Source: an optimization exercise on an open RTL-to-GDS flow (aim: small area, a short achievable clock period and few clock cycles). Production flows keep margins and buffers that such runs may drop.
Only simulation tests tie the RTL to the original design; equivalence was not proved.
Power is estimated from default activity; no workload was simulated.

[flow/standard.sh]
#!/bin/bash
# synth_recipe.tcl (not shown) runs the flow's synth.tcl, then flattens the netlist and writes it again
# the make line also repeats each setting of config.mk as NAME=value (left out here)
make -C /OpenROAD-flow-scripts/flow DESIGN_CONFIG=/design/flow/config.mk WORK_HOME=/design/flow/orfs CLKGATE_MAP_FILE= SYNTH_SCRIPT=/design/flow/synth_recipe.tcl "${@:-finish}"
[flow/constraint.sdc]
create_clock -name core_clock -period 5.5 [get_ports {i_clk}]
set_input_delay 1.1000 -clock core_clock [delete_from_list [all_inputs] [get_ports {i_clk}]]
set_output_delay 1.1000 -clock core_clock [all_outputs]
set_load 0.01 [all_outputs]
[flow/config.mk]
export PLATFORM = sky130hd
export DESIGN_NAME = kmp_substring_search
export DESIGN_NICKNAME = kmp_substring_search
export VERILOG_FILES = /design/flow/design.v
export SDC_FILE = /design/flow/constraint.sdc
export NUM_CORES = 4
export LEC_CHECK = 0
export CAP_MARGIN = 20
export CORE_MARGIN = 2
export CORE_UTILIZATION = 40
export PLACE_DENSITY = 0.6
export SETUP_SLACK_MARGIN = 3.6
export SLEW_MARGIN = 20
[flow/flow/run.sh]
#!/bin/bash
set -euo pipefail
bash standard.sh \
  "BUFFER_PORTS_ARGS=-buffer_cell sky130_fd_sc_hd__buf_1" \
  "CTS_ARGS=-sink_clustering_enable -repair_clock_nets -dont_use_dummy_load" \
  finish > standard_flow.log 2>&1
[flow/design.v]
`default_nettype none
package kmp_pkg;
    localparam int MAX_PATTERN   = 16;
    localparam int IDX_BITS      = $clog2(MAX_PATTERN);
    localparam int LEN_BITS      = IDX_BITS + 1;
    localparam int POSITION_BITS = 16;
    localparam int MATCH_BITS    = 16;
    localparam int CFG_BITS      = 64;
    localparam int PAT_BITS      = 8 * MAX_PATTERN;
    typedef logic [7:0]          t_byte;
    typedef logic [IDX_BITS-1:0] t_idx;
    typedef logic [LEN_BITS-1:0] t_len;    
    typedef logic [PAT_BITS-1:0] t_pattern;
    typedef enum logic [1:0] {
        CFG_PAT_LOW  = 2'd0,
        CFG_PAT_HIGH = 2'd1,
        CFG_PAT_LEN  = 2'd2
    } t_cfg_idx;
    typedef struct packed {
        logic busy;    
        logic clear;   
    } t_ctrl;
    function automatic t_byte pat_byte(input t_pattern pat, input t_idx k);
        pat_byte = pat[8*k +: 8];
    endfunction
endpackage
`default_nettype wire
`default_nettype none
module kmp_substring_search
(
    input  wire                 i_clk,
    input  wire                 i_rst_n,
    input  wire                 i_cfg_we,
    input  wire [1:0]           i_cfg_index,
    input  wire [63:0]          i_cfg_data,
    input  wire                 i_text_valid,
    input  wire [7:0]           i_text_byte,
    input  wire                 i_text_is_final,
    output wire                 o_text_ready,
    output wire                 o_result_valid,
    output wire                 o_result_found,
    output wire [15:0]          o_result_index,
    input  wire                 i_result_ready
);
    logic [63:0] r_pat_lo;
    logic [63:0] r_pat_hi;
    logic        r_lo_ok;      
    logic        r_hi_ok;      
    logic [4:0]  r_nn;         
    logic        r_clear_d;    
    logic        cfg_hit;
    logic [4:0]  cfg_len;
    logic [4:0]  cfg_nn;
    assign cfg_hit = i_cfg_we && (i_cfg_index != 2'd3);
    assign cfg_len = (i_cfg_data[4] && |i_cfg_data[3:0]) ? 5'd16 : i_cfg_data[4:0];
    always_comb begin
        logic lower;
        lower = 1'b0;
        for (int i = 0; i < 5; i++) begin
            cfg_nn[i] = cfg_len[i] ^ lower;
            lower     = lower | cfg_len[i];
        end
    end
    always_ff @(posedge i_clk) begin
        if (i_cfg_we && i_cfg_index == 2'd0) r_pat_lo <= i_cfg_data;
        if (i_cfg_we && i_cfg_index == 2'd1) r_pat_hi <= i_cfg_data;
    end
    always_ff @(posedge i_clk) begin
        if (!i_rst_n) begin
            r_lo_ok   <= 1'b0;
            r_hi_ok   <= 1'b0;
            r_nn      <= '0;
            r_clear_d <= 1'b0;
        end else begin
            r_clear_d <= cfg_hit;
            if (i_cfg_we && i_cfg_index == 2'd0) r_lo_ok <= 1'b1;
            if (i_cfg_we && i_cfg_index == 2'd1) r_hi_ok <= 1'b1;
            if (i_cfg_we && i_cfg_index == 2'd2) r_nn <= cfg_nn;
        end
    end
    logic [15:0] m_last;
    logic [15:0] m_prev;
    logic        n_zero;
    logic        n_le1;
    always_comb begin
        for (int k = 0; k < 16; k++) begin
            m_last[k] = (r_nn == 5'(32 - (k + 1)));
            m_prev[k] = (r_nn == 5'(32 - (k + 2)));
        end
    end
    assign n_zero = (r_nn == 5'd0);
    assign n_le1  = (r_nn == 5'd0) || (r_nn == 5'd31);
    logic [15:0] q_start;
    logic        q_at_sat;
    always_comb begin
        logic lower;
        lower = 1'b1;
        for (int i = 0; i < 5; i++) begin
            q_start[i] = !n_zero && (r_nn[i] ^ lower);
            lower      = lower & r_nn[i];
        end
    end
    assign q_start[15:5] = {11{!n_le1}};
    logic        r_rdy;
    logic        r_frz;
    logic        r_v1, r_f1;
    logic [7:0]  r_b1;
    logic [15:0] r_d;
    logic        r_v2, r_f2, r_h2;
    logic        r_ans;
    logic [15:0] r_q;
    logic        r_out_valid;
    logic        r_out_found;
    logic [15:0] r_out_index;
    logic [15:0] eq;
    logic        zb;
    logic [15:0] dn;
    logic        hit1;
    assign zb = (r_b1 == 8'd0);
    always_comb begin
        for (int k = 0; k < 8; k++) begin
            eq[k]     = r_lo_ok ? (r_b1 == r_pat_lo[8*k +: 8]) : zb;
            eq[k + 8] = r_hi_ok ? (r_b1 == r_pat_hi[8*k +: 8]) : zb;
        end
    end
    assign dn   = {r_d[14:0], 1'b1} & eq;
    assign hit1 = n_zero || |(dn & m_last);
    logic decide2;
    logic issue;
    logic ans_n;
    assign decide2 = r_v2 && !r_ans && (r_h2 || r_f2);
    assign issue   = !r_frz && decide2;
    assign ans_n   = (!r_frz && r_v2) ? (!r_f2 && (r_ans || r_h2)) : r_ans;
    logic cm1;
    logic maybe_n;
    logic out_valid_n;
    assign cm1         = n_le1 || |(r_d & m_prev);
    assign maybe_n     = r_frz ? decide2 : (r_v1 && !ans_n && (r_f1 || cm1));
    assign out_valid_n = issue || (r_out_valid && !i_result_ready);
    logic [15:0] q_inc;
    logic [15:0] q_carry;
    assign q_at_sat = (&r_q[15:5]) && (r_q[4:0] == r_nn);
    assign q_carry[0] = !q_at_sat;
    for (genvar i = 1; i < 16; i++) begin : g_carry
        assign q_carry[i] = !q_at_sat && (&r_q[i-1:0]);
    end
    assign q_inc = r_q ^ q_carry;
    always_ff @(posedge i_clk) begin
        if (!i_rst_n) begin
            r_rdy       <= 1'b0;
            r_frz       <= 1'b0;
            r_v1        <= 1'b0;
            r_v2        <= 1'b0;
            r_d         <= '0;
            r_ans       <= 1'b0;
            r_out_valid <= 1'b0;
        end else if (cfg_hit) begin
            r_rdy       <= 1'b1;
            r_frz       <= 1'b0;
            r_v1        <= 1'b0;
            r_v2        <= 1'b0;
            r_d         <= '0;
            r_ans       <= 1'b0;
            r_out_valid <= out_valid_n;
        end else begin
            r_frz       <= out_valid_n && maybe_n;
            r_rdy       <= !(out_valid_n && maybe_n);
            r_out_valid <= out_valid_n;
            if (!r_frz) begin
                r_v1 <= i_text_valid && r_rdy;
                r_v2 <= r_v1;
                if (r_v1) r_d <= r_f1 ? 16'd0 : dn;
            end
            r_ans <= ans_n;
        end
    end
    always_ff @(posedge i_clk) begin
        if (!i_rst_n) begin
            r_q <= '0;
        end else if (r_clear_d) begin
            r_q <= q_start;
        end else if (!r_frz && r_v2) begin
            r_q <= r_f2 ? q_start : q_inc;
        end
    end
    always_ff @(posedge i_clk) begin
        if (!r_frz) begin
            r_b1 <= i_text_byte;
            r_f1 <= i_text_is_final;
            r_h2 <= hit1;
            r_f2 <= r_f1;
        end
        if (issue) begin
            r_out_found <= r_h2;
            r_out_index <= r_h2 ? r_q : 16'd0;
        end
    end
    assign o_text_ready   = r_rdy;
    assign o_result_valid = r_out_valid;
    assign o_result_found = r_out_found;
    assign o_result_index = r_out_index;
endmodule
`default_nettype wire
==> results of run 1 <==
[area by class of cell]
cell class / count / share of cell area
sequential: 202 / 0.518
multi-input combinational: 452 / 0.322
timing repair buffer: 134 / 0.0704
clock buffer: 23 / 0.0528
tap: 285 / 0.0327
inverter: 9 / 0.00413
[per-layer routing]
layer / GRT usage / part of all wire
met5: 0 / 0
met4: 0.0683 / 0.034
met3: 0.0275 / 0.044
met2: 0.267 / 0.45
met1: 0.240 / 0.47
[repair_timing]
action | in CTS | in global routing
gates resized for setup | 53 | 67
pin swaps | 9 | 18
setup endpoints to repair | 187 | 61
cloned | 0 | 1
endpoints found under the hold margin | 0 | 0
buffers inserted | 9 | 14
[kinds of logic (layout without fill, tap and decap cells)]
family,count (synthesis),after routing,synth area share
DFF,202,202,0.619
and+or+nand+nor,187,188,0.117
buffers and inverters,45,166,0.0267
AOI/OAI and AO/OA,114,114,0.0877
xor gates and xnor gates,134,134,0.130
muxes,6,6,0.00663
adders and majority gates,10,10,0.0138
[cells in the mapped netlist, types with 2 or more instances]
| cell | n | area [um^2] |
|---|---|---|
| a21oi_1 | 20 | 100 |
| xor2_1 | 6 | 52.6 |
| nor4_2 | 2 | 25.0 |
| inv_1 | 9 | 33.8 |
| o21ai_0 | 28 | 140 |
| nor3_1 | 2 | 10.0 |
| o22ai_1 | 2 | 12.5 |
| xnor2_1 | 128 | 1120 |
| o21a_1 | 3 | 22.5 |
| and3_1 | 4 | 25.0 |
| and3_2 | 2 | 15.0 |
| nor2_2 | 3 | 18.8 |
| a221o_1 | 2 | 20.0 |
| or2_2 | 2 | 12.5 |
| a22oi_1 | 2 | 15.0 |
| nor2_1 | 39 | 146 |
| buf_4 | 13 | 97.6 |
| nor2b_1 | 10 | 62.6 |
| dfxtp_1 | 46 | 921 |
| nand4_1 | 35 | 219 |
| nand3b_1 | 4 | 30.0 |
| a32oi_1 | 20 | 175 |
| buf_6 | 2 | 22.5 |
| ha_1 | 10 | 125 |
| clkbuf_1 | 12 | 45.0 |
| and2_1 | 22 | 138 |
| mux2i_1 | 6 | 60.1 |
| and2_4 | 2 | 17.5 |
| a311oi_1 | 3 | 26.3 |
| nand2b_1 | 6 | 37.5 |
| nor3_2 | 6 | 60.1 |
| nor3b_1 | 2 | 15.0 |
| a211oi_1 | 6 | 45.0 |
| nand2_1 | 24 | 90.1 |
| o221a_2 | 3 | 33.8 |
| a31oi_1 | 7 | 43.8 |
| buf_1 | 2 | 7.51 |
| edfxtp_1 | 156 | 4680 |
| o21ai_1 | 2 | 10.0 |
| o221a_1 | 2 | 22.5 |
| nand3_1 | 14 | 70.1 |
| buf_2 | 7 | 35.0 |
[final timing paths]
path / from / depth (start not counted) / to
worst min register to register: r_v2 / 2 / r_v2
worst max register to register: r_b1[4] / 8 / r_h2
worst min-delay path: r_v2 / 2 / r_v2
worst max-delay path: r_out_index[15] / 1 / o_result_index[15]
[registers in the layout, indices dropped and copies added, names as in the netlist, 5 cells and up]
name	count
r_pat_lo	64
r_b1	8
r_out_index	16
r_pat_hi	64
r_q	16
r_nn	5
r_d	16
[layout by cell type, fill, tap and decap left out, types with 9 or more instances in the layout]
master       n
edfxtp_1   156
xnor2_1    128
buf_1       80
nor2_1      38
nand4_1     35
dfxtp_1     27
buf_4       26
nand2_1     23
clkbuf_16   23
and2_1      22
o21ai_0     20
a32oi_1     20
a21oi_1     17
clkbuf_2    15
nand3_1     12
dfxtp_2     11
o21ai_1     10
nor2b_1      9
[power breakdown]
| group | leakage, uW | switching (uW) | internal, uW | total (uW) |
|---|---|---|---|---|
| Clock | 0.000283 | 530 | 730 | 1260 |
| Sequential | 0.00183 | 45.0 | 1710 | 1760 |
| Combinational | 0.00134 | 167 | 140 | 306 |
| Total | 0.00345 | 742 | 2580 | 3320 |
[metrics by stage]
| stage | area (um^2) | util | worst slack (ns) | cells | power, uW |
|---|---|---|---|---|---|
| final | 10900 | 0.486 | 3.41 | 1105 | 3320 |
| after CTS | 10600 | 0.472 | 3.40 | 1090 | 3340 |
| after global routing | 10900 | 0.486 | 3.33 | 1105 | 3440 |
| after floorplan | 9140 | - | 2.29 | 698 | 1970 |
| after detailed placement | 9750 | 0.435 | 2.82 | 1058 | 2060 |
| after global placement | 9750 | 0.435 | 2.84 | 1058 | 2060 |
==> run summary, run 1 <==
status=timing/DRC/antenna clean; worst slew pin tran=0.568 ns; CTS Sinks=202; Fin Hold WS=0.480 ns; initial antenna violation count=0; area of the die=23900 um^2; Synth Register Bits=202; CTS Hold Bufs=0; layout cell share with drive strength beyond 1=0.194; Synth Area per Inst=13.0 um^2; CTS tree=yes; final hold vios=0; vias in the first global route=5685; Die X=154 um; Mapped Cells=698; Die Y=154 um; I/O Buffers=98; RSZ-0062 raised after global routing=yes; Synth cell types=64; reg2reg setup slack=3.44 ns; Yosys warnings=2; CP max FO=1; CP max-delay cell=edfxtp_1; Total GRT Usage=0.171; Peak VDD IR=0.243 mV; Filler cells=1976; FF+latch area=5650 um^2; crit path capture type=output pin; fin nets=912; detail-routed net length per standard cell=18.7 um; CP startpoint kind=flip-flop; main flop type after synthesis=edfxtp_1; grt ovf=0; Async S/R FF share, synth=0; Post-synth EDFFs=156; Routed Antenna Nets=0; IO Count=99; count of final setup violators=0; DRT Pass-1 Iters=5; Core ar.=22400 um^2; clk buf depth=3; detailed-route via count=5833; largest net degree at the start of global routing=66; Period Utilization, post-route=0.380; clock slew at reported path FFs=0.06 ns; clk_skew=0.0389 ns; required time worst endpoint=4.40 ns; slew margin rel.=0.619; fmax=478 MHz; post-synthesis sequential area ratio=0.619; standard-cell row count=55; setup TNS=0 ns; fin. max-slew vios=0; pwr/cell area=305 nW/um^2; drc violations=0; CTS Root Cell=clkbuf_16; vias per cell=5.28; Max Cap Viol=0; diodes inserted=0; crit-path cells=clkbuf_2; CTS Buf Count=23; GPL Wtd Cong=0.893; DRT Wirelength=20600 um; worst setup path category=reg -> out; syn_nets=788; max incr delay on CP=0.38 ns; class of the worst hold path=reg -> reg; Worst EP arrival=0.99 ns; Multi-input gate area=3510 um^2; Area Growth Syn to Fin=20.4%; crit path buf inv count=1; Final min period=2.09 ns; Leak=0.00345 uW; Crit path max-delay family=flip-flops; starting density of the core=0.404; first-pass GRT wire length=32000 um; clk latency of the worst-skew pair=0.51 ns; post-DP HPWL=13300 um; H-tree levels=1; initial drt markers=377; Mapped Area=9060 um^2
Testbench counts, summed over its fixed seeds: cycles 19,925.
==> run 2: changes to the inputs <==
--- a/flow/config.mk
+++ b/flow/config.mk
@@ -10,4 +10,4 @@
 export CORE_UTILIZATION = 40
 export PLACE_DENSITY = 0.6
-export SETUP_SLACK_MARGIN = 3.6
+export SETUP_SLACK_MARGIN = 3.4
 export SLEW_MARGIN = 20
==> run 2 against run 1 <==
First-iteration DRC count rose by 17%. Synthesized area did not move. Sequential share of layout area grew 1.5 points. Still clean on timing, DRC and antenna. Register-to-register slack barely moved. Highest routed layer unchanged. Maximum frequency hardly changed.
==> run summary, run 2 <==
IO Count=99; fin nets=893; Crit path max-delay family=flip-flops; GPL Wtd Cong=0.882; Multi-input gate area=3380 um^2; layout cell share with drive strength beyond 1=0.136; Post-Layout Inst Area=10600 um^2; Mapped Cells=698; Synth Area in XOR/XNOR=0.130; vias in the first global route=5611; Area Growth Syn to Fin=16.5%; mux contribution to synthesized area=0.00663; Yosys warnings=2; R2R Path End=r_h2; commonest non-fill, non-tap cell in the layout=edfxtp_1; status=timing/DRC/antenna clean; cell accounting for the most synthesized area=edfxtp_1; post-DP HPWL=13100 um; max incr delay on CP=0.37 ns; largest cells by area after synthesis=edfxtp_1, xnor2_1, dfxtp_1, nand4_1, a32oi_1; first-pass GRT wire length=31400 um; fin. max-slew vios=0; Synth Area per Inst=13.0 um^2; largest net degree at the start of global routing=66; detail-routed net length per standard cell=18.4 um; initial drt markers=440; Max Cap Viol=0; fin util=0.471; Total GRT Usage=0.167; RSZ-0062 raised after global routing=yes; Worst R2R Start=r_b1[4]; Synth cell types=64; max layer used=met4; simple-gate portion of the synthesized area=0.117; CP max-delay cell=edfxtp_1; Mapped Area=9060 um^2; clk_skew=0.0239 ns; largest family of logic cells by synthesized area=XOR/XNOR gates; class of the worst hold path=reg -> reg; CP startpoint kind=flip-flop; drc violations=0; H-tree levels=1; Die Y=154 um; DRT Pass-1 Iters=5; detailed-route via count=5784; area of the die=23900 um^2; CTS Sinks=202; I/O Buffers=98; Filler cells=2043; crit path buf inv count=1; setup TNS=0 ns; diodes inserted=0; standard-cell row count=55; main flop type after synthesis=edfxtp_1; CTS Root Cell=clkbuf_16; CP max FO=1; top cells by count, synth=edfxtp_1, xnor2_1, dfxtp_1; Routed Antenna Nets=0; Total Power=3300 uW; post-synthesis sequential area ratio=0.619; Synth Register Bits=202; required time worst endpoint=4.40 ns; met3 wire len=1320 um; clk buf depth=3; post-synthesis compound-gate area fraction=0.0877; Async S/R FF share, synth=0; Largest regs=r_pat_hi (64), r_pat_lo (64); Core ar.=22400 um^2; met2 WL=8960 um; cell depth of the worst flop-to-flop path=8; top-count cell post-synth=edfxtp_1; worst hold stages=2; DRT Wirelength=20000 um; Endpoint, Worst Hold=r_v2; vias per cell=5.33; pwr/cell area=313 nW/um^2; CTS tree=yes; most frequent cells in the layout=edfxtp_1, xnor2_1, buf_1, dfxtp_1, nor2_1; worst setup path category=reg -> out; grt ovf=0; syn_nets=788; M1 wire length=9150 um; CTS Hold Bufs=0; Layout Cells excl Fill=1086; Worst EP arrival=0.99 ns; Final min period=2.09 ns; final hold vios=0; Hold Startpoint=r_v2; share of the synthesized area in the top cell type=0.517; Inst Count DP=1056; Leak=0.00331 uW; adder-cell share of the synthesized area=0.0138; CTS Buf Count=23; clock slew at reported path FFs=0.06 ns; crit-path cells=buf_1; FF+latch area=5620 um^2; Post-synth EDFFs=156; fmax=478 MHz; crit path capture type=output pin; DP Area=9730 um^2; starting density of the core=0.404; crit path launch=r_out_index[7]; Die X=154 um; slew margin rel.=0.558; count of final setup violators=0; Period Utilization, post-route=0.380; clk latency of the worst-skew pair=0.51 ns; reg2reg setup slack=3.43 ns; worst slew pin tran=0.663 ns; initial antenna violation count=0; Peak VDD IR=0.228 mV
## run 2: cells by family (layout without fill, tap and decap cells)
group	after synthesis	count (layout)
flops	202	202
simple gates	187	187
xor+xnor	134	134
compound gates	114	114
buf+inv	45	148
fa+ha+maj	10	10
mux	6	6
## run 2: cell type report
cell class,count,share of cell area
flip-flops and latches,202,0.533
multi-input cells,451,0.320
repair buffers,116,0.0552
clock buffers,23,0.0545
well taps,285,0.0338
inverters,9,0.00356
## run 2: timing repair
item,4_1_cts,5_1_grt
gates cloned,0,0
setup buffers,6,1
pin swaps,2,6
gates resized for setup,14,44
endpoints found under the setup margin,106,49
## run 2: layer usage
| layer | track usage | vias to the layer above |
|---|---|---|
| met2 | 0.263 | 207 |
| met5 | 0 | - |
| li1 | - | 2785 |
| met4 | 0.0511 | 0 |
| met3 | 0.0280 | 47 |
| met1 | 0.239 | 2745 |
## run 2: report_power, final
group	switching (uW)	internal, uW	leakage (uW)
logic	156	127	0.00121
clock network	530	729	0.000283
registers	46.6	1710	0.00182
total	733	2570	0.00331
## run 2: stage by stage
stage / worst slack [ns] / hold slack [ns]
4_1_cts: 3.34 / 0.484
6_report: 3.41 / 0.482
2_1_floorplan: 2.29 / 0.452
3_5_place_dp: 2.67 / 0.474
5_1_grt: 3.27 / 0.537
3_3_place_gp: 2.68 / 0.468
## run 2: worst max path at each step
stage                                   end  slack (ns)  depth (start not counted)
after floorplan                 r_pat_lo[0]        2.29                          1
after global placement               r_d[7]        2.68                          4
after detailed placement             r_d[0]        2.67                          4
after CTS                              r_h2        3.34                          8
after global routing                   r_h2        3.27                          8
final                     o_result_index[7]        3.41                          1
==> run 3: changes to the inputs <==
==> flow/flow/run.sh (replaced) <==
#!/bin/bash
set -euo pipefail
bash standard.sh \
  "BUFFER_PORTS_ARGS=-buffer_cell sky130_fd_sc_hd__buf_1" \
  "CTS_ARGS=-sink_clustering_enable -repair_clock_nets -dont_use_dummy_load -root_buf sky130_fd_sc_hd__clkbuf_16 -buf_list sky130_fd_sc_hd__clkbuf_8" \
  finish > standard_flow.log 2>&1
==> run 3 against run 2 <==
Sequential power barely moved. Register-to-register slack barely moved. Total power fell by 3.0%. Critical path depth rose by 4. Sequential cell count did not move. Clock power fell by 9%. Via count rose by 0.83%. Design area rose by 1.0%. Die area did not move. Worst setup slack improved by 0.012 ns. Still clean. Core utilization rose by 0.49 points.
==> run summary, run 3 <==
status=timing/DRC/antenna clean; RSZ-0062 raised after global routing=yes; Mapped Cells=698; fin. max-slew vios=0; Peak VDD IR=0.190 mV; worst setup path category=reg -> reg; detailed-route via count=5832; Synth cell types=64; area of the die=23900 um^2; Core ar.=22400 um^2; CTS Root Cell=clkbuf_16; Period Utilization, post-route=0.378; fin util=0.475; DRT Wirelength=20400 um; Die Y=154 um; pwr/cell area=300 nW/um^2; commonest non-fill, non-tap cell in the layout=edfxtp_1; initial drt markers=449; CTS Sinks=202; final hold vios=0; crit path capture type=flip-flop; class of the worst hold path=reg -> reg; Total GRT Usage=0.169; Leak=0.00334 uW; diodes inserted=0; clock slew at reported path FFs=0.05 ns; setup TNS=0 ns; Die X=154 um; worst slew pin tran=0.682 ns; fin nets=917; share of the synthesized area in the top cell type=0.517; Yosys warnings=2; Synth Area per Inst=13.0 um^2; starting density of the core=0.404; required time worst endpoint=5.69 ns; IO Count=99; vias in the first global route=5709; clk_skew=0.0309 ns; CTS tree=yes; Area Growth Syn to Fin=17.7%; vias per cell=5.25; initial antenna violation count=0; main flop type after synthesis=edfxtp_1; Filler cells=2025; I/O Buffers=98; DRT Pass-1 Iters=5; CP max FO=10; post-synthesis sequential area ratio=0.619; Synth Register Bits=202; first-pass GRT wire length=31600 um; standard-cell row count=55; slew margin rel.=0.546; count of final setup violators=0; CTS Hold Bufs=0; drc violations=0; clk latency of the worst-skew pair=0.47 ns; layout cell share with drive strength beyond 1=0.152; Mapped Area=9060 um^2; Final min period=2.08 ns; most frequent cells in the layout=edfxtp_1, xnor2_1, buf_1, dfxtp_1, nor2_1; Worst EP arrival=2.27 ns; syn_nets=788; post-DP HPWL=13100 um; detail-routed net length per standard cell=18.4 um; H-tree levels=2; Max Cap Viol=0; Post-synth EDFFs=156; largest net degree at the start of global routing=66; reg2reg setup slack=3.42 ns; CTS Buf Count=34; clk buf depth=3; top cells by count, synth=edfxtp_1, xnor2_1, dfxtp_1; fmax=481 MHz; GPL Wtd Cong=0.882; Routed Antenna Nets=0; cell accounting for the most synthesized area=edfxtp_1; Largest regs=r_pat_hi (64), r_pat_lo (64); grt ovf=0; Async S/R FF share, synth=0; CP startpoint kind=flip-flop; top-count cell post-synth=edfxtp_1; Fin Hold WS=0.481 ns; largest cells by area after synthesis=edfxtp_1, xnor2_1, dfxtp_1, nand4_1, a32oi_1
-- run 3: cell types whose count changed in the layout (fill, tap and decap cells not counted), sizes merged --
cell / change
buf: +24
-- run 3: worst paths after layout --
kind	start	endpoint	depth (start not counted)
max	r_lo_ok	r_h2	5
min	r_v2	r_v2	2
max reg2reg	r_lo_ok	r_h2	5
min reg2reg	r_v2	r_v2	2
-- run 3: kinds of logic after synthesis --
group	after synthesis	share of synthesized area
adders and majority gates	10	0.0138
AOI/OAI and AO/OA	114	0.0877
xor gates and xnor gates	134	0.130
buffers and inverters	45	0.0267
muxes	6	0.00663
DFF	202	0.619
and+or+nand+nor	187	0.117
-- run 3: per-stage QoR --
stage / setup WS [ns] / instance area [um^2] / std cells / power [uW]
5_1_grt: 3.30 / 10700 / 1110 / 3350
3_5_place_dp: 2.67 / 9730 / 1056 / 2060
2_1_floorplan: 2.29 / 9130 / 698 / 1970
4_1_cts: 3.36 / 10400 / 1096 / 3230
3_3_place_gp: 2.68 / 9730 / 1056 / 2060
6_report: 3.42 / 10700 / 1110 / 3200
-- run 3: critical path, cell delays in order, from the launching register on --
cell and delay, ns:
dfxtp_1 0.71, o21ai_0 0.34, a32oi_1 0.30, o22ai_1 0.13, a311oi_1 0.22, o21ai_1 0.12
-- run 3: repair_timing --
action,CTS,global route
pin swaps,2,11
buffers inserted,6,12
resized for setup,14,49
gates cloned,0,1
setup endpoints to repair,162,42
-- run 3: cell type report --
type	count	area, um^2	share of cell area
inverters	9	37.5	0.00352
clock buffers	34	524	0.0491
multi-input cells	451	3410	0.320
repair buffers	129	718	0.0673
well taps	285	357	0.0334
flip-flops and latches	202	5620	0.527
-- run 3: per-layer routing --
metal,track usage,part of all wire,up-vias
met5,0,0,-
li1,-,-,2819
met3,0.0317,0.064,38
met2,0.267,0.45,212
met1,0.238,0.46,2763
met4,0.0529,0.021,0
-- run 3: power breakdown --
group          switching (uW)  internal [uW]  total (uW)  leakage (uW)
combinational             159            136         296       0.00125
clock                     520            628        1150      0.000270
sequential               47.4           1710        1760       0.00182
==> run 4: changes to the inputs <==
==> flow/flow/run.sh (replaced) <==
#!/bin/bash
set -euo pipefail
bash standard.sh \
  "BUFFER_PORTS_ARGS=-buffer_cell sky130_fd_sc_hd__buf_1" \
  "CTS_ARGS=-sink_clustering_enable -repair_clock_nets -dont_use_dummy_load -root_buf sky130_fd_sc_hd__clkbuf_16 -buf_list sky130_fd_sc_hd__clkbuf_4 -sink_clustering_size 12 -sink_clustering_max_diameter 60" \
  finish > standard_flow.log 2>&1
==> run 4 against run 3 <==
Final cell count fell by 1.8%. Largest power group unchanged. Still clean. Clock skew decreased by 0.0034 ns. Core utilization down 1.6 points. Synthesized cell count unchanged. Critical path type is now reg -> out. First-iteration DRC count fell by 13%. Die area did not move. Hold slack gained 0.0036 ns. Total power down 14%. Combinational power fell by 2%.
==> run summary, run 4 <==
worst hold stages=2; cell accounting for the most synthesized area=edfxtp_1; post-DP HPWL=13100 um; drc violations=0; vias per cell=5.33; crit path buf inv count=1; Async S/R FF share, synth=0; slew margin rel.=0.523; met3 wire len=1160 um; area of the die=23900 um^2; crit path launch=r_out_index[7]; M1 wire length=9540 um; met2 WL=9200 um; Synth Area per Inst=13.0 um^2; top cells by count, synth=edfxtp_1, xnor2_1, dfxtp_1; setup slack after layout=3.39 ns; Filler cells=2077; Die X=154 um; Leak=0.00320 uW; pwr/cell area=266 nW/um^2; Yosys warnings=2; reg2reg setup slack=3.42 ns; CTS Root Cell=clkbuf_16; Core ar.=22400 um^2; largest cells by area after synthesis=edfxtp_1, xnor2_1, dfxtp_1, nand4_1, a32oi_1; crit-path cells=buf_1; fmax=474 MHz; Largest regs=r_pat_hi (64), r_pat_lo (64); Mapped Cells=698; DRT Wirelength=20300 um; largest net degree at the start of global routing=66; vias in the first global route=5549; I/O Buffers=98; CTS Buf Count=21; clk buf depth=3; Area Growth Syn to Fin=13.8%; detailed-route via count=5811; worst setup path category=reg -> out; syn_nets=788; max layer used=met4; Synth cell types=64; CTS tree=yes; starting density of the core=0.404; main flop type after synthesis=edfxtp_1; worst slew pin tran=0.715 ns; Max Cap Viol=0; initial antenna violation count=0; Worst R2R Start=r_b1[1]; Final min period=2.11 ns; cell depth of the worst flop-to-flop path=9; most frequent cells in the layout=edfxtp_1, xnor2_1, buf_1, nor2_1; Endpoint, Worst Hold=r_v2; GPL Wtd Cong=0.882; required time worst endpoint=4.40 ns; RSZ-0062 raised after global routing=yes; Worst path depth=1; fin nets=897; CP max FO=1; Worst EP arrival=1.01 ns; post-synthesis sequential area ratio=0.619; status=timing/DRC/antenna clean; grt ovf=0; pre-CTS setup slack=2.67 ns; first-pass GRT wire length=31100 um; share of the synthesized area in the top cell type=0.517; Crit path max-delay family=flip-flops; commonest non-fill, non-tap cell in the layout=edfxtp_1; DRT Pass-1 Iters=5; Routed Antenna Nets=0; CTS Hold Bufs=0; clk latency of the worst-skew pair=0.48 ns; setup TNS=0 ns; clk_skew=0.0275 ns; Peak VDD IR=0.187 mV; diodes inserted=0; CP startpoint kind=flip-flop; IO Count=99; max incr delay on CP=0.39 ns; initial drt markers=389; count of final setup violators=0; Post-synth EDFFs=156; layout cell share with drive strength beyond 1=0.155; crit path capture type=output pin; Synth Register Bits=202; H-tree levels=1; top-count cell post-synth=edfxtp_1; standard-cell row count=55; Mapped Area=9060 um^2; fin. max-slew vios=0; Total GRT Usage=0.166; class of the worst hold path=reg -> reg; Die Y=154 um; detail-routed net length per standard cell=18.6 um; R2R Path End=r_h2; CTS Sinks=202; CP max-delay cell=edfxtp_1; clock slew at reported path FFs=0.12 ns; Period Utilization, post-route=0.384; Hold Startpoint=r_v2; final hold vios=0
[run 4: changes by cell type in the layout (fill, tap and decap cells not counted), sizes merged]
cell    previous run  this run
clkbuf            36        35
buf              127       108
[run 4: repair_timing]
| item | 4_1_cts | 5_1_grt |
|---|---|---|
| setup buffers | 6 | 6 |
| setup endpoints to repair | 116 | 53 |
| gates resized for setup | 16 | 64 |
| pin swaps | 1 | 11 |
| gates cloned | 0 | 1 |
[run 4: report_power, final]
group	switching, uW	internal (uW)
logic	159	132
registers	47.4	1710
clock network	444	251
total	650	2090
[run 4: through the flow]
step | area (um^2) | hold slack [ns] | util | std cells | power, uW
after global placement | 9730 | 0.468 | 0.434 | 1056 | 2060
after floorplan | 9130 | 0.452 | - | 698 | 1970
final | 10300 | 0.485 | 0.460 | 1090 | 2740
after global routing | 10300 | 0.519 | 0.460 | 1090 | 2870
after CTS | 10100 | 0.493 | 0.448 | 1083 | 2770
after detailed placement | 9730 | 0.474 | 0.434 | 1056 | 2060
[run 4: kinds of logic after synthesis]
family,share of synthesized area
DFF,0.619
and+or+nand+nor,0.117
xor gates and xnor gates,0.130
AOI/OAI and AO/OA,0.0877
buffers and inverters,0.0267
adders and majority gates,0.0138
muxes,0.00663
[run 4: how the worst max path moves through the flow]
| stage | endpoint | slack [ns] |
|---|---|---|
| 2_1_floorplan | r_pat_lo[0] | 2.29 |
| 3_3_place_gp | r_d[7] | 2.68 |
| 3_5_place_dp | r_d[0] | 2.67 |
| 4_1_cts | r_d[14] | 3.30 |
| 5_1_grt | r_h2 | 3.31 |
| 6_report | o_result_index[7] | 3.39 |
[run 4: final cells by class]
type | count | area (um^2) | area share
Clock buffer | 21 | 210 | 0.0204
Multi-Input combinational cell | 451 | 3410 | 0.331
Timing Repair Buffer | 122 | 667 | 0.0647
Sequential cell | 202 | 5630 | 0.546
Tap cell | 285 | 357 | 0.0346
Inverter | 9 | 37.5 | 0.00364
[run 4: per-layer routing]
| metal | GRT usage | up-vias |
|---|---|---|
| met1 | 0.238 | 2787 |
| met5 | 0 | - |
| met4 | 0.0437 | 0 |
| met3 | 0.0272 | 30 |
| li1 | - | 2791 |
| met2 | 0.262 | 203 |
==> run 5: changes to the inputs <==
==> flow/flow/run.sh (replaced) <==
#!/bin/bash
set -euo pipefail
bash standard.sh \
  "BUFFER_PORTS_ARGS=-buffer_cell sky130_fd_sc_hd__buf_1" \
  "CTS_ARGS=-sink_clustering_enable -repair_clock_nets -dont_use_dummy_load -root_buf sky130_fd_sc_hd__clkbuf_16 -buf_list sky130_fd_sc_hd__clkbuf_8 -sink_clustering_size 15 -sink_clustering_max_diameter 80" \
  finish > standard_flow.log 2>&1
==> run 5 against run 4 <==
Die area stayed put. Synthesized area stayed put. Synthesized cell count stayed put. Still clean on timing, DRC and antenna. Critical path type is now reg -> reg.
==> run summary, run 5 <==
Final min period=2.08 ns; fin nets=900; clk latency of the worst-skew pair=0.47 ns; clock slew at reported path FFs=0.10 ns; Layout Cells excl Fill=1093; largest cells by area after synthesis=edfxtp_1, xnor2_1, dfxtp_1, nand4_1, a32oi_1; RSZ-0062 raised after global routing=yes; initial antenna violation count=0; CTS tree=yes; commonest non-fill, non-tap cell in the layout=edfxtp_1; CP max FO=16; Reg power frac=0.617; fin. max-slew vios=0; Net Sw Power=671 uW; standard-cell row count=55; Inst Count DP=1056; detailed-route via count=5790; CP startpoint kind=flip-flop; required time worst endpoint=5.81 ns; main flop type after synthesis=edfxtp_1; most frequent cells in the layout=edfxtp_1, xnor2_1, buf_1, nor2_1, dfxtp_1; Largest regs=r_pat_hi (64), r_pat_lo (64); Area Growth Syn to Fin=15.2%; Synth Register Bits=202; crit path capture type=flip-flop; Total GRT Usage=0.166; top cells by count, synth=edfxtp_1, xnor2_1, dfxtp_1; Peak VDD IR=0.181 mV; CTS Root Cell=clkbuf_16; grt ovf=0; setup slack after layout=3.42 ns; Die Y=154 um; H-tree levels=1; Leak=0.00324 uW; Clock power frac=0.278; fmax=481 MHz; CTS Buf Count=17; worst setup path category=reg -> reg; DRT Pass-1 Iters=7; IO Count=99; Routed Antenna Nets=0; clk buf depth=3; diodes inserted=0; clk_skew=0.0308 ns; Mapped Cells=698; post-DP HPWL=13100 um; class of the worst hold path=reg -> reg; vias in the first global route=5522; detail-routed net length per standard cell=18.6 um; top-count cell post-synth=edfxtp_1; Async S/R FF share, synth=0; setup TNS=0 ns; Post-Layout Inst Area=10400 um^2; share of the synthesized area in the top cell type=0.517; Worst EP arrival=2.38 ns; initial drt markers=439; pwr/cell area=273 nW/um^2; Die X=154 um; Post-synth EDFFs=156; first-pass GRT wire length=31100 um; FF+latch area=5620 um^2; Yosys warnings=2; Filler cells=2060; I/O Buffers=98; pre-CTS setup slack=2.67 ns; post-synthesis sequential area ratio=0.619; cell accounting for the most synthesized area=edfxtp_1; Mapped Area=9060 um^2; internal power=2180 uW; area of the die=23900 um^2; DP Area=9730 um^2; worst hold stages=2; Fin Hold WS=0.489 ns; status=timing/DRC/antenna clean; Multi-input gate area=3420 um^2; Core ar.=22400 um^2; vias per cell=5.30; Max Cap Viol=0; CTS Sinks=202; drc violations=0; GPL Wtd Cong=0.882; worst slew pin tran=0.684 ns; layout cell share with drive strength beyond 1=0.151; DRT Wirelength=20400 um; syn_nets=788; Comb power frac=0.105; largest net degree at the start of global routing=66; count of final setup violators=0; cell depth of the worst flop-to-flop path=8; sw frac=0.236; slew margin rel.=0.543; starting density of the core=0.404; Synth Area per Inst=13.0 um^2; Synth cell types=64; Period Utilization, post-route=0.378; final hold vios=0
run 5: timing repair:
action,4_1_cts,5_1_grt
gates resized for setup,16,61
pin swaps,1,11
endpoints found under the hold margin,0,0
hold buffers,0,0
setup buffers,6,13
endpoints found under the setup margin,122,41
cloned,0,1
run 5: metal layers:
metal  vias to the layer above  global-route usage  wire [um]  part of all wire
met4                         0              0.0472        519             0.025
met5                         -                   0          0                 0
met1                      2766               0.238       9620              0.47
met2                       195               0.263       9100              0.45
met3                        41              0.0247       1130             0.056
li1                       2788                   -          -                 -
run 5: worst max-delay path: stages (launching register included):
cell	delay (ns)
edfxtp_1	0.42
buf_12	0.18
nor4_4	0.42
a21oi_4	0.12
nor2_4	0.17
nand3_1	0.11
a211oi_2	0.22
a311oi_1	0.07
o21ai_1	0.18
run 5: logic make-up after synthesis:
logic type / count (synthesis) / synth area share
compound gates: 114 / 0.0877
xor+xnor: 134 / 0.130
mux: 6 / 0.00663
simple gates: 187 / 0.117
fa+ha+maj: 10 / 0.0138
flops: 202 / 0.619
buf+inv: 45 / 0.0267
run 5: cell type report:
class                           count  area share
Sequential cell                   202       0.539
Multi-Input combinational cell    451       0.328
Tap cell                          285      0.0342
Clock buffer                       17      0.0257
Inverter                            9     0.00360
Timing Repair Buffer              129      0.0700
run 5: worst paths after layout:
kind	start	to	slack (ns)
setup / recovery	r_b1[3]	r_h2	3.42
hold / removal	r_v2	r_v2	0.49
setup reg to reg	r_b1[3]	r_h2	3.42
hold reg to reg	r_v2	r_v2	0.49
run 5: metrics by stage:
| stage | utilization | total power, uW |
|---|---|---|
| 2_1_floorplan | - | 1970 |
| 3_3_place_gp | 0.434 | 2060 |
| 3_5_place_dp | 0.434 | 2060 |
| 4_1_cts | 0.451 | 2860 |
| 5_1_grt | 0.465 | 2970 |
| 6_report | 0.465 | 2850 |
run 5: power groups by stage:
stage | logic (uW) | clock network [uW] | registers [uW]
after floorplan | 197 | 0 | 1770
after global placement | 260 | 0 | 1800
after detailed placement | 261 | 0 | 1800
after CTS | 279 | 824 | 1750
after global routing | 328 | 875 | 1760
final | 299 | 791 | 1760
==> run 6: changes to the inputs <==
--- a/flow/config.mk
+++ b/flow/config.mk
@@ -10,4 +10,4 @@
 export CORE_UTILIZATION = 40
 export PLACE_DENSITY = 0.6
-export SETUP_SLACK_MARGIN = 3.4
+export SETUP_SLACK_MARGIN = 3.5
 export SLEW_MARGIN = 20
==> run 6 against run 5 <==
Sequential cell count unchanged. Total power about the same. Still clean on timing, DRC and antenna. Routed wire length about the same. Register-to-register slack improved by 0.04 ns. Die area unchanged. Design area increased by 0.42%.
==> run summary, run 6 <==
status=timing/DRC/antenna clean; Synth Area per Inst=13.0 um^2; top cells by count, synth=edfxtp_1, xnor2_1, dfxtp_1; main flop type after synthesis=edfxtp_1; top-count cell post-synth=edfxtp_1; commonest non-fill, non-tap cell in the layout=edfxtp_1; count of final setup violators=0; largest cells by area after synthesis=edfxtp_1, xnor2_1, dfxtp_1, nand4_1, a32oi_1; Core ar.=22400 um^2; Comb power frac=0.104; class of the worst hold path=reg -> reg; syn_nets=788; Synth cell types=64; crit path capture type=output pin; Die Y=154 um; pwr/cell area=272 nW/um^2; CTS Hold Bufs=0; crit path buf inv count=1; CP max FO=1; CTS Buf Count=17; detail-routed net length per standard cell=18.7 um; layout cell share with drive strength beyond 1=0.161; IO Count=99; Period Utilization, post-route=0.376; Yosys warnings=2; share of the synthesized area in the top cell type=0.517; Mapped Area=9060 um^2; pre-CTS setup slack=2.66 ns; clk latency of the worst-skew pair=0.48 ns; GPL Wtd Cong=0.841; Async S/R FF share, synth=0; internal power=2170 uW; largest net degree at the start of global routing=66; CP startpoint kind=flip-flop; Mapped Cells=698; DRT Pass-1 Iters=4; vias in the first global route=5465; setup slack after layout=3.43 ns; CTS Root Cell=clkbuf_16; first-pass GRT wire length=31100 um; starting density of the core=0.404; CTS tree=yes; CTS Sinks=202; detailed-route via count=5773; DRT Wirelength=20300 um; CP max-delay cell=edfxtp_1; setup TNS=0 ns; required time worst endpoint=4.40 ns; Total GRT Usage=0.167; Largest regs=r_pat_hi (64), r_pat_lo (64); standard-cell row count=55; final hold vios=0; Max Cap Viol=0; crit-path cells=clkbuf_2; Synth Register Bits=202; slew margin rel.=0.540; initial antenna violation count=0; Die X=154 um; area of the die=23900 um^2; diodes inserted=0; Clock power frac=0.280; clk_skew=0.0262 ns; Crit path max-delay family=flip-flops; worst setup path category=reg -> out; sw frac=0.237; post-synthesis sequential area ratio=0.619; Net Sw Power=675 uW; Worst EP arrival=0.97 ns; fmax=483 MHz; Routed Antenna Nets=0; clk buf depth=3; Reg power frac=0.616; drc violations=0; initial drt markers=391; vias per cell=5.29; clock slew at reported path FFs=0.10 ns; Total Power=2850 uW; Leak=0.00326 uW; Final min period=2.07 ns; Area Growth Syn to Fin=15.7%; post-DP HPWL=13000 um; Peak VDD IR=0.185 mV; H-tree levels=1; Post-synth EDFFs=156; grt ovf=0; worst slew pin tran=0.690 ns; fin nets=898; max incr delay on CP=0.37 ns; most frequent cells in the layout=edfxtp_1, xnor2_1, buf_1, nor2_1, nand4_1; Filler cells=2036; fin. max-slew vios=0; cell accounting for the most synthesized area=edfxtp_1; RSZ-0062 raised after global routing=yes; I/O Buffers=98
==> run 6: kinds of logic after synthesis <==
kind of cell	share of synthesized area
adder cells (fa/ha/maj)	0.0138
AND/OR/NAND/NOR	0.117
buffers and inverters	0.0267
XOR/XNOR	0.130
flip-flops	0.619
AO/OA/AOI/OAI	0.0877
multiplexers	0.00663
==> run 6: layer usage <==
| layer | wire length (um) | share of wire | global-route usage |
|---|---|---|---|
| met4 | 449 | 0.022 | 0.0423 |
| met2 | 9600 | 0.47 | 0.273 |
| met5 | 0 | 0 | 0 |
| met1 | 9210 | 0.45 | 0.233 |
| met3 | 1090 | 0.054 | 0.0261 |
==> run 6: cell type report <==
class	instances	area, um^2	area share
inverter	9	37.5	0.00358
multi-input combinational	452	3440	0.329
timing repair buffer	126	737	0.0703
tap	285	357	0.0340
clock buffer	17	268	0.0255
sequential	202	5640	0.538
==> run 6: power groups by stage <==
stage          sequential (uW)  clock [uW]  combinational [uW]
2_1_floorplan             1770           0                 197
3_3_place_gp              1790           0                 267
3_5_place_dp              1790           0                 270
4_1_cts                   1750         822                 286
5_1_grt                   1760         879                 325
6_report                  1750         798                 297
==> run 6: repair_timing <==
action | CTS | global route
endpoints found under the setup margin | 158 | 63
buffers inserted | 7 | 8
gates cloned | 1 | 0
gates resized for setup | 54 | 55
pin swaps | 12 | 14
==> run 6: stage by stage <==
stage	cell area [um^2]	hold slack, ns	util	instances
global route	10500	0.531	0.467	1091
global placement	9740	0.470	0.434	1058
finish	10500	0.493	0.467	1091
floorplan	9130	0.452	-	698
CTS	10200	0.490	0.456	1083
detailed placement	9740	0.474	0.434	1058
==> run 6: worst paths after layout <==
path / startpoint / to / slack, ns / cells past startpoint
worst max-delay path: r_out_index[4] / o_result_index[4] / 3.43 / 1
worst min-delay path: r_v2 / r_v2 / 0.49 / 2
worst max register to register: r_b1[6] / r_h2 / 3.46 / 8
worst min register to register: r_v2 / r_v2 / 0.49 / 2
==> run 7: changes to the inputs <==
--- a/flow/config.mk
+++ b/flow/config.mk
@@ -10,4 +10,4 @@
 export CORE_UTILIZATION = 40
 export PLACE_DENSITY = 0.6
-export SETUP_SLACK_MARGIN = 3.5
+export SETUP_SLACK_MARGIN = 3.45
 export SLEW_MARGIN = 20
==> run 7 against run 6 <==
Combinational power fell by 4%. Clock power fell by 2%. Critical endpoint is now o_result_index[11]. Die area did not move.
==> run summary, run 7 <==
crit path capture type=output pin; setup TNS=0 ns; CP max-delay cell=edfxtp_1; Die Y=154 um; Largest regs=r_pat_hi (64), r_pat_lo (64); Crit path max-delay family=flip-flops; Worst R2R Start=r_b1[6]; CTS Hold Bufs=0; Area Growth Syn to Fin=13.5%; Synth Register Bits=202; Post-Layout Inst Area=10300 um^2; DRT Wirelength=20100 um; met1 Resource Use GR=0.243; most frequent cells in the layout=edfxtp_1, xnor2_1, buf_1, nor2_1, nand4_1; top-count cell post-synth=edfxtp_1; share of the synthesized area in the top cell type=0.517; commonest non-fill, non-tap cell in the layout=edfxtp_1; cell depth of the worst flop-to-flop path=8; Routed Antenna Nets=0; Period Utilization, post-route=0.375; clk latency of the worst-skew pair=0.46 ns; class of the worst hold path=reg -> reg; standard-cell row count=55; largest net degree at the start of global routing=66; fin. max-slew vios=0; CP startpoint kind=flip-flop; layout cell share with drive strength beyond 1=0.144; RSZ-0062 raised after global routing=yes; IO Count=99; initial drt markers=380; main flop type after synthesis=edfxtp_1; fmax=484 MHz; R2R Path End=r_h2; fin nets=890; Leak=0.00319 uW; fin util=0.458; Async S/R FF share, synth=0; Die X=154 um; largest cells by area after synthesis=edfxtp_1, xnor2_1, dfxtp_1, nand4_1, a32oi_1; CTS Root Cell=clkbuf_16; CTS Buf Count=17; status=timing/DRC/antenna clean; count of final setup violators=0; starting density of the core=0.404; Max Cap Viol=0; I/O Buffers=98; clk_skew=0.0223 ns; vias in the first global route=5559; syn_nets=788; met2 Track Usage GR=0.274; Mapped Area=9060 um^2; Filler cells=2057; DP Area=9730 um^2; post-DP HPWL=13200 um; initial antenna violation count=0; CP max FO=1; drc violations=0; Multi-input gate area=3370 um^2; crit path buf inv count=1; first-pass GRT wire length=31700 um; Endpoint, Worst Hold=r_v2; Final min period=2.06 ns; CTS Sinks=202; detail-routed net length per standard cell=18.6 um; Fin Hold WS=0.490 ns; cell accounting for the most synthesized area=edfxtp_1; top cells by count, synth=edfxtp_1, xnor2_1, dfxtp_1; GPL Wtd Cong=0.869; max incr delay on CP=0.38 ns; final hold vios=0; CTS tree=yes; clock slew at reported path FFs=0.10 ns; detailed-route via count=5724; grt ovf=0; clk buf depth=3; area of the die=23900 um^2; slew margin rel.=0.551; Synth Area per Inst=13.0 um^2; Core ar.=22400 um^2; worst setup path category=reg -> out; diodes inserted=0; Yosys warnings=2; Peak VDD IR=0.198 mV; vias per cell=5.29; Hold Startpoint=r_v2; pwr/cell area=275 nW/um^2; DRT Pass-1 Iters=6; Synth cell types=64; Total GRT Usage=0.169; crit path launch=r_out_index[11]; worst hold stages=2; FF+latch area=5630 um^2; grt peak-use layer=met2; post-synthesis sequential area ratio=0.619; Worst EP arrival=0.96 ns; worst slew pin tran=0.674 ns; crit-path cells=clkbuf_2; Mapped Cells=698; GR Util met3=0.0247; required time worst endpoint=4.40 ns; Post-synth EDFFs=156; reg2reg setup slack=3.48 ns; H-tree levels=1
==> run 7: cell types whose count changed in the layout (fill, tap and decap cells not counted), sizes merged <==
cell / change
clkbuf: +4
buf: -11
and3b: -1
==> run 7: per-stage QoR <==
stage          cells  power (uW)  setup WS [ns]
2_1_floorplan    698        1970           2.29
3_3_place_gp    1056        2060           2.68
3_5_place_dp    1056        2060           2.66
4_1_cts         1078        2850           3.37
5_1_grt         1083        2940           3.35
6_report        1083        2820           3.44
==> run 7: worst max path at each step <==
stage	end	slack (ns)	cells past startpoint
6_report	o_result_index[11]	3.44	1
2_1_floorplan	r_pat_lo[0]	2.29	1
3_3_place_gp	r_d[0]	2.68	4
4_1_cts	r_h2	3.37	8
5_1_grt	r_h2	3.35	8
3_5_place_dp	r_d[0]	2.66	4
==> run 7: timing repair <==
action | in CTS | in global routing
setup buffers | 5 | 5
setup endpoints to repair | 178 | 49
pin swaps | 1 | 10
gates resized for setup | 24 | 56
==> run 7: cell type report <==
class                           instances  area share
Inverter                                9     0.00365
Tap cell                              285      0.0347
Sequential cell                       202       0.548
Timing Repair Buffer                  119      0.0594
Multi-Input combinational cell        451       0.328
Clock buffer                           17      0.0260
==> run 7: cells by family (layout without fill, tap and decap cells) <==
kind of cell,after synthesis,in the layout,share of synthesized area
muxes,6,6,0.00663
DFF,202,202,0.619
adders and majority gates,10,10,0.0138
buffers and inverters,45,145,0.0267
AOI/OAI and AO/OA,114,114,0.0877
and+or+nand+nor,187,187,0.117
xor gates and xnor gates,134,134,0.130
==> run 7: report_power, final <==
part	internal (uW)	switching, uW	leakage, uW	total (uW)
Clock	328	456	0.000138	784
Sequential	1710	45.3	0.00182	1750
Combinational	129	157	0.00122	286
Total	2160	658	0.00319	2820
==> run 7: layer usage <==
| metal | vias to the layer above | wire length [um] |
|---|---|---|
| met2 | 175 | 9250 |
| met3 | 26 | 982 |
| met1 | 2760 | 9550 |
| met4 | 0 | 368 |
| met5 | - | 0 |
| li1 | 2763 | - |
==> run 8: changes to the inputs <==
--- a/flow/config.mk
+++ b/flow/config.mk
@@ -9,5 +9,5 @@
 export CORE_MARGIN = 2
 export CORE_UTILIZATION = 40
-export PLACE_DENSITY = 0.6
+export PLACE_DENSITY = 0.65
 export SETUP_SLACK_MARGIN = 3.45
 export SLEW_MARGIN = 20
==> run 8 against run 7 <==
Total power up 0.32%. Synthesized cell count unchanged. Highest routed layer unchanged. Critical path type is now reg -> reg. Critical path depth rose by 7. Critical endpoint is now r_h2.
==> run summary, run 8 <==
crit path capture type=flip-flop; RSZ-0062 raised after global routing=yes; Core ar.=22400 um^2; Comb power frac=0.104; Peak VDD IR=0.174 mV; CTS tree=yes; share of the synthesized area in the top cell type=0.517; Synth cell types=64; clock slew at reported path FFs=0.10 ns; vias in the first global route=5654; Synth Register Bits=202; first-pass GRT wire length=31400 um; H-tree levels=1; fmax=479 MHz; detail-routed net length per standard cell=18.7 um; CP startpoint kind=flip-flop; status=timing/DRC/antenna clean; commonest non-fill, non-tap cell in the layout=edfxtp_1; worst slew pin tran=0.687 ns; required time worst endpoint=5.73 ns; Period Utilization, post-route=0.379; CTS Sinks=202; R2R Path End=r_h2; Post-synth EDFFs=156; Routed Antenna Nets=0; Worst EP arrival=2.31 ns; Async S/R FF share, synth=0; Reg power frac=0.620; grt ovf=0; clk buf depth=3; Clock power frac=0.276; crit-path cells=buf_12, xnor2_1, nand4_1, o21ai_0, a32oi_1, o22ai_1, a311oi_1, o21ai_1; top cells by count, synth=edfxtp_1, xnor2_1, dfxtp_1; Mapped Area=9060 um^2; initial drt markers=349; Leak=0.00327 uW; pre-CTS setup slack=2.67 ns; vias per cell=5.29; layout cell share with drive strength beyond 1=0.157; syn_nets=788; CTS Root Cell=clkbuf_16; CP max-delay cell=edfxtp_1; cell depth of the worst flop-to-flop path=8; worst hold stages=2; largest cells by area after synthesis=edfxtp_1, xnor2_1, dfxtp_1, nand4_1, a32oi_1; max incr delay on CP=0.48 ns; CTS Buf Count=17; Final min period=2.09 ns; slew margin rel.=0.541; class of the worst hold path=reg -> reg; I/O Buffers=98; main flop type after synthesis=edfxtp_1; pwr/cell area=270 nW/um^2; Max Cap Viol=0; drc violations=0; most frequent cells in the layout=edfxtp_1, xnor2_1, buf_1, nor2_1, nand4_1; largest net degree at the start of global routing=66; Hold Startpoint=r_v2; initial antenna violation count=0; Endpoint, Worst Hold=r_v2; CP max FO=12; fin. max-slew vios=0; clk_skew=0.0345 ns; detailed-route via count=5781; Synth Area per Inst=13.0 um^2; Mapped Cells=698; post-DP HPWL=13000 um; IO Count=99; Die Y=154 um; starting density of the core=0.404; worst setup path category=reg -> reg; clk latency of the worst-skew pair=0.47 ns; final hold vios=0; area of the die=23900 um^2; count of final setup violators=0; Yosys warnings=2; standard-cell row count=55; Worst R2R Start=r_b1[2]; top-count cell post-synth=edfxtp_1; GPL Wtd Cong=0.923; fin nets=899; internal power=2170 uW; reg2reg setup slack=3.41 ns; Total GRT Usage=0.169; setup slack after layout=3.41 ns; Area Growth Syn to Fin=15.6%; Net Sw Power=660 uW; Largest regs=r_pat_hi (64), r_pat_lo (64); post-synthesis sequential area ratio=0.619; Die X=154 um; DRT Pass-1 Iters=5; cell accounting for the most synthesized area=edfxtp_1; Total Power=2830 uW; sw frac=0.233; CTS Hold Bufs=0; DRT Wirelength=20400 um; diodes inserted=0; setup TNS=0 ns
## run 8: how the worst max path moves through the flow
stage,to,depth (start not counted),startpoint
4_1_cts,r_h2,8,r_b1[3]
6_report,r_h2,8,r_b1[2]
5_1_grt,r_h2,8,r_b1[2]
3_3_place_gp,r_d[1],4,i_cfg_we
2_1_floorplan,r_pat_lo[0],1,i_cfg_we
3_5_place_dp,r_d[3],4,i_cfg_we
## run 8: timing repair
action	4_1_cts	5_1_grt
endpoints found under the setup margin	184	114
gates resized for setup	28	54
setup buffers	12	9
endpoints found under the hold margin	0	0
cloned	1	2
pin swaps	2	16
## run 8: metrics by stage
stage	instances	cell area (um^2)	util	hold WS, ns
after floorplan	698	9130	-	0.452
after global placement	1051	9690	0.432	0.466
after detailed placement	1051	9690	0.432	0.471
after CTS	1081	10200	0.456	0.485
after global routing	1092	10500	0.467	0.526
final	1092	10500	0.467	0.489
## run 8: power groups by stage
stage	Clock [uW]	Sequential, uW	Combinational (uW)
after floorplan	0	1770	197
after global placement	0	1810	238
final	781	1760	295
after global routing	861	1760	324
after detailed placement	0	1810	240
after CTS	811	1760	285
## run 8: metal layers
| metal | up-vias | GRT usage | wire length, um |
|---|---|---|---|
| met4 | 0 | 0.0476 | 418 |
| met1 | 2781 | 0.239 | 9600 |
| met2 | 179 | 0.273 | 9350 |
| met5 | - | 0 | 0 |
| li1 | 2788 | - | - |
| met3 | 33 | 0.0244 | 1070 |
## run 8: cell families after synthesis
group,after synthesis,synth area share
AO/OA/AOI/OAI,114,0.0877
XOR/XNOR,134,0.130
adder cells (fa/ha/maj),10,0.0138
buffers and inverters,45,0.0267
flip-flops,202,0.619
multiplexers,6,0.00663
AND/OR/NAND/NOR,187,0.117
## run 8: worst max-delay path, delay by kind of cell, from the launching register on
kind / cells / cell delay [ns]
AO/OA/AOI/OAI: 5 / 0.92
flip-flops: 1 / 0.48
buffers and inverters: 1 / 0.20
XOR/XNOR: 1 / 0.14
AND/OR/NAND/NOR: 1 / 0.08
## run 8: area by class of cell
class,instances,area (um^2)
Timing Repair Buffer,125,728
Inverter,9,37.5
Tap cell,285,357
Multi-Input combinational cell,454,3450
Sequential cell,202,5630
Fill cell,2036,12000
Clock buffer,17,268
==> run 9: changes to the inputs <==
--- a/flow/config.mk
+++ b/flow/config.mk
@@ -8,6 +8,6 @@
 export CAP_MARGIN = 20
 export CORE_MARGIN = 2
-export CORE_UTILIZATION = 40
-export PLACE_DENSITY = 0.65
+export CORE_UTILIZATION = 35
+export PLACE_DENSITY = 0.55
 export SETUP_SLACK_MARGIN = 3.45
 export SLEW_MARGIN = 20
==> run 9 against run 8 <==
Routed wire length is 2.8% higher. Final cell count up 3.8%. Hold slack improved by 0.011 ns. Synthesized area is the same. Global-route usage down 1.2 points. Clock skew shrank 0.0052 ns. Clock power up 1%. Sequential share of layout area is 0.20 points higher. Die area increased by 14%. Non-clock buffer count decreased by 2. Largest cell class unchanged.
==> run summary, run 9 <==
status=timing/DRC/antenna clean; count of final setup violators=0; crit-path cells=clkbuf_2; I/O Buffers=98; final hold vios=0; internal power=2170 uW; Die Y=165 um; slew margin rel.=0.541; Net Sw Power=671 uW; vias in the first global route=5657; Mapped Area=9060 um^2; fin nets=895; initial antenna violation count=0; Final min period=2.09 ns; main flop type after synthesis=edfxtp_1; grt ovf=0; Routed Antenna Nets=0; Comb power frac=0.103; starting density of the core=0.358; Filler cells=2390; first-pass GRT wire length=32700 um; CTS Hold Bufs=0; H-tree levels=1; DRT Wirelength=21000 um; crit path launch=r_out_index[3]; Yosys warnings=2; CTS Buf Count=17; Area Growth Syn to Fin=15.3%; Worst path depth=1; CTS Root Cell=clkbuf_16; Max Cap Viol=0; Clock power frac=0.279; max incr delay on CP=0.38 ns; Post-synth EDFFs=156; fin. max-slew vios=0; IO Count=99; RSZ-0062 raised after global routing=yes; syn_nets=788; DRT Pass-1 Iters=5; initial drt markers=395; detailed-route via count=5782; detail-routed net length per standard cell=18.5 um; Leak=0.00324 uW; commonest non-fill, non-tap cell in the layout=edfxtp_1; Total GRT Usage=0.157; layout cell share with drive strength beyond 1=0.154; Worst R2R Start=r_b1[3]; Worst EP arrival=0.99 ns; clk_skew=0.0294 ns; worst slew pin tran=0.689 ns; Hold Startpoint=r_q[12]; most frequent cells in the layout=edfxtp_1, xnor2_1, buf_1, nor2_1, nand4_1; top-count cell post-synth=edfxtp_1; crit path capture type=output pin; share of the synthesized area in the top cell type=0.517; post-DP HPWL=13600 um; Die X=165 um; clock slew at reported path FFs=0.10 ns; Peak VDD IR=0.161 mV; Async S/R FF share, synth=0; Period Utilization, post-route=0.379; reg2reg setup slack=3.47 ns; drc violations=0; required time worst endpoint=4.40 ns; largest net degree at the start of global routing=66; R2R Path End=r_h2; standard-cell row count=58; Mapped Cells=698; CTS tree=yes; CP max FO=1; vias per cell=5.10; Reg power frac=0.618; top cells by count, synth=edfxtp_1, xnor2_1, dfxtp_1; crit path buf inv count=1; GPL Wtd Cong=0.855; Core ar.=25300 um^2; cell depth of the worst flop-to-flop path=8; sw frac=0.236; Largest regs=r_pat_hi (64), r_pat_lo (64); fmax=479 MHz; area of the die=27200 um^2; Total Power=2840 uW; cell accounting for the most synthesized area=edfxtp_1; CP startpoint kind=flip-flop; clk buf depth=3; CTS Sinks=202; worst setup path category=reg -> out; Synth Register Bits=202; class of the worst hold path=reg -> reg; diodes inserted=0; Synth Area per Inst=13.0 um^2; Worst Setup EP=o_result_index[3]; clk latency of the worst-skew pair=0.47 ns; pwr/cell area=272 nW/um^2; Crit path max-delay family=flip-flops; setup TNS=0 ns; largest cells by area after synthesis=edfxtp_1, xnor2_1, dfxtp_1, nand4_1, a32oi_1; CP max-delay cell=edfxtp_1; post-synthesis sequential area ratio=0.619; Synth cell types=64
[run 9: cell counts after synthesis]
No cell type changed its count.
[run 9: stage by stage]
step / worst slack (ns) / instances / area (um^2) / hold WS (ns) / utilization
2_1_floorplan: 2.29 / 698 / 9130 / 0.452 / -
3_3_place_gp: 2.56 / 1100 / 9770 / 0.468 / 0.386
3_5_place_dp: 2.52 / 1101 / 9790 / 0.475 / 0.387
4_1_cts: 3.38 / 1127 / 10300 / 0.505 / 0.406
5_1_grt: 3.34 / 1133 / 10400 / 0.527 / 0.412
6_report: 3.41 / 1133 / 10400 / 0.500 / 0.412
[run 9: logic make-up (layout without fill, tap and decap cells)]
group / count (synthesis) / count (layout) / synth area share
adders and majority gates: 10 / 10 / 0.0138
muxes: 6 / 6 / 0.00663
buffers and inverters: 45 / 149 / 0.0267
DFF: 202 / 202 / 0.619
and+or+nand+nor: 187 / 188 / 0.117
AOI/OAI and AO/OA: 114 / 114 / 0.0877
xor gates and xnor gates: 134 / 134 / 0.130
[run 9: per-layer routing]
metal  up-vias  wire, um  global-route usage
met1      2817     10100               0.222
met3        35       946              0.0259
met2       152      9540               0.251
met4         0       427              0.0372
met5         -         0                   0
li1       2778         -                   -
[run 9: worst min-delay path by stage]
stage                     endpoint  slack [ns]  depth (start not counted)
after global placement        r_v1        0.47                          2
after detailed placement      r_v1        0.47                          2
after floorplan               r_v1        0.45                          2
after global routing       r_q[12]        0.53                          1
after CTS                  r_d[15]        0.50                          2
final                      r_q[12]        0.50                          1
[run 9: layout make-up]
cell class / count / area (um^2) / area share
inverters: 9 / 37.5 / 0.00359
well taps: 330 / 413 / 0.0395
repair buffers: 123 / 681 / 0.0652
multi-input cells: 452 / 3410 / 0.326
clock buffers: 17 / 268 / 0.0256
flip-flops and latches: 202 / 5640 / 0.540
[run 9: timing repair]
| action | CTS | global route |
|---|---|---|
| endpoints found under the setup margin | 166 | 83 |
| setup buffers | 9 | 5 |
| resized for setup | 36 | 59 |
| gates cloned | 0 | 1 |
| pin swaps | 2 | 14 |
[run 9: power by group through the flow]
stage	clock [uW]	sequential, uW	combinational, uW
after detailed placement	0	1800	262
after global placement	0	1800	257
after floorplan	0	1770	197
after global routing	872	1760	325
final	792	1760	294
after CTS	821	1760	287

[afterwards: timing with drivers on the ports]
No port has a modelled driver above. Below, the same layouts with a new extraction and two added sets of constraints. Step 1, drivers: a clkbuf_16 drives i_clk and a buf_2 each remaining input, both assumed. Step 2 moves the port delays by t, midway between the first and last clock arrival at a register: inputs arrive t later, outputs are due t later. That takes back most of the time a late clock gives input paths. a / b / c = ideal ports / drivers / drivers and shift; a / b = the first two.
run | shift t [ns] | setup WS [ns] | worst hold slack (ns) | worst data-port slew with drivers (ns) | cell pins on the clock port's net
run 1 | 0.536 | 3.409 / 3.365 / 3.149 | 0.480 / 0.480 / 0.480 | 0.04 | 1
run 2 | 0.538 | 3.408 / 3.366 / 2.967 | 0.482 / 0.482 / 0.482 | 0.04 | 1
run 3 | 0.493 | 3.420 / 3.394 / 2.994 | 0.481 / 0.481 / 0.481 | 0.04 | 1
run 4 | 0.510 | 3.389 / 3.347 / 2.972 | 0.485 / 0.485 / 0.485 | 0.04 | 1
run 5 | 0.499 | 3.423 / 3.381 / 2.973 | 0.489 / 0.489 / 0.489 | 0.05 | 1
run 6 | 0.506 | 3.430 / 3.388 / 3.096 | 0.493 / 0.493 / 0.493 | 0.05 | 1
run 7 | 0.497 | 3.436 / 3.390 / 3.046 | 0.490 / 0.490 / 0.490 | 0.04 | 1
run 8 | 0.495 | 3.414 / 3.408 / 2.975 | 0.489 / 0.489 / 0.489 | 0.05 | 1
run 9 | 0.502 | 3.414 / 3.366 / 2.981 | 0.500 / 0.500 / 0.500 | 0.04 | 1
After both steps every run listed still meets setup and hold. The setup slack of run 5, which loses most, moves by -0.042 ns with the drivers and by -0.450 ns with both steps.
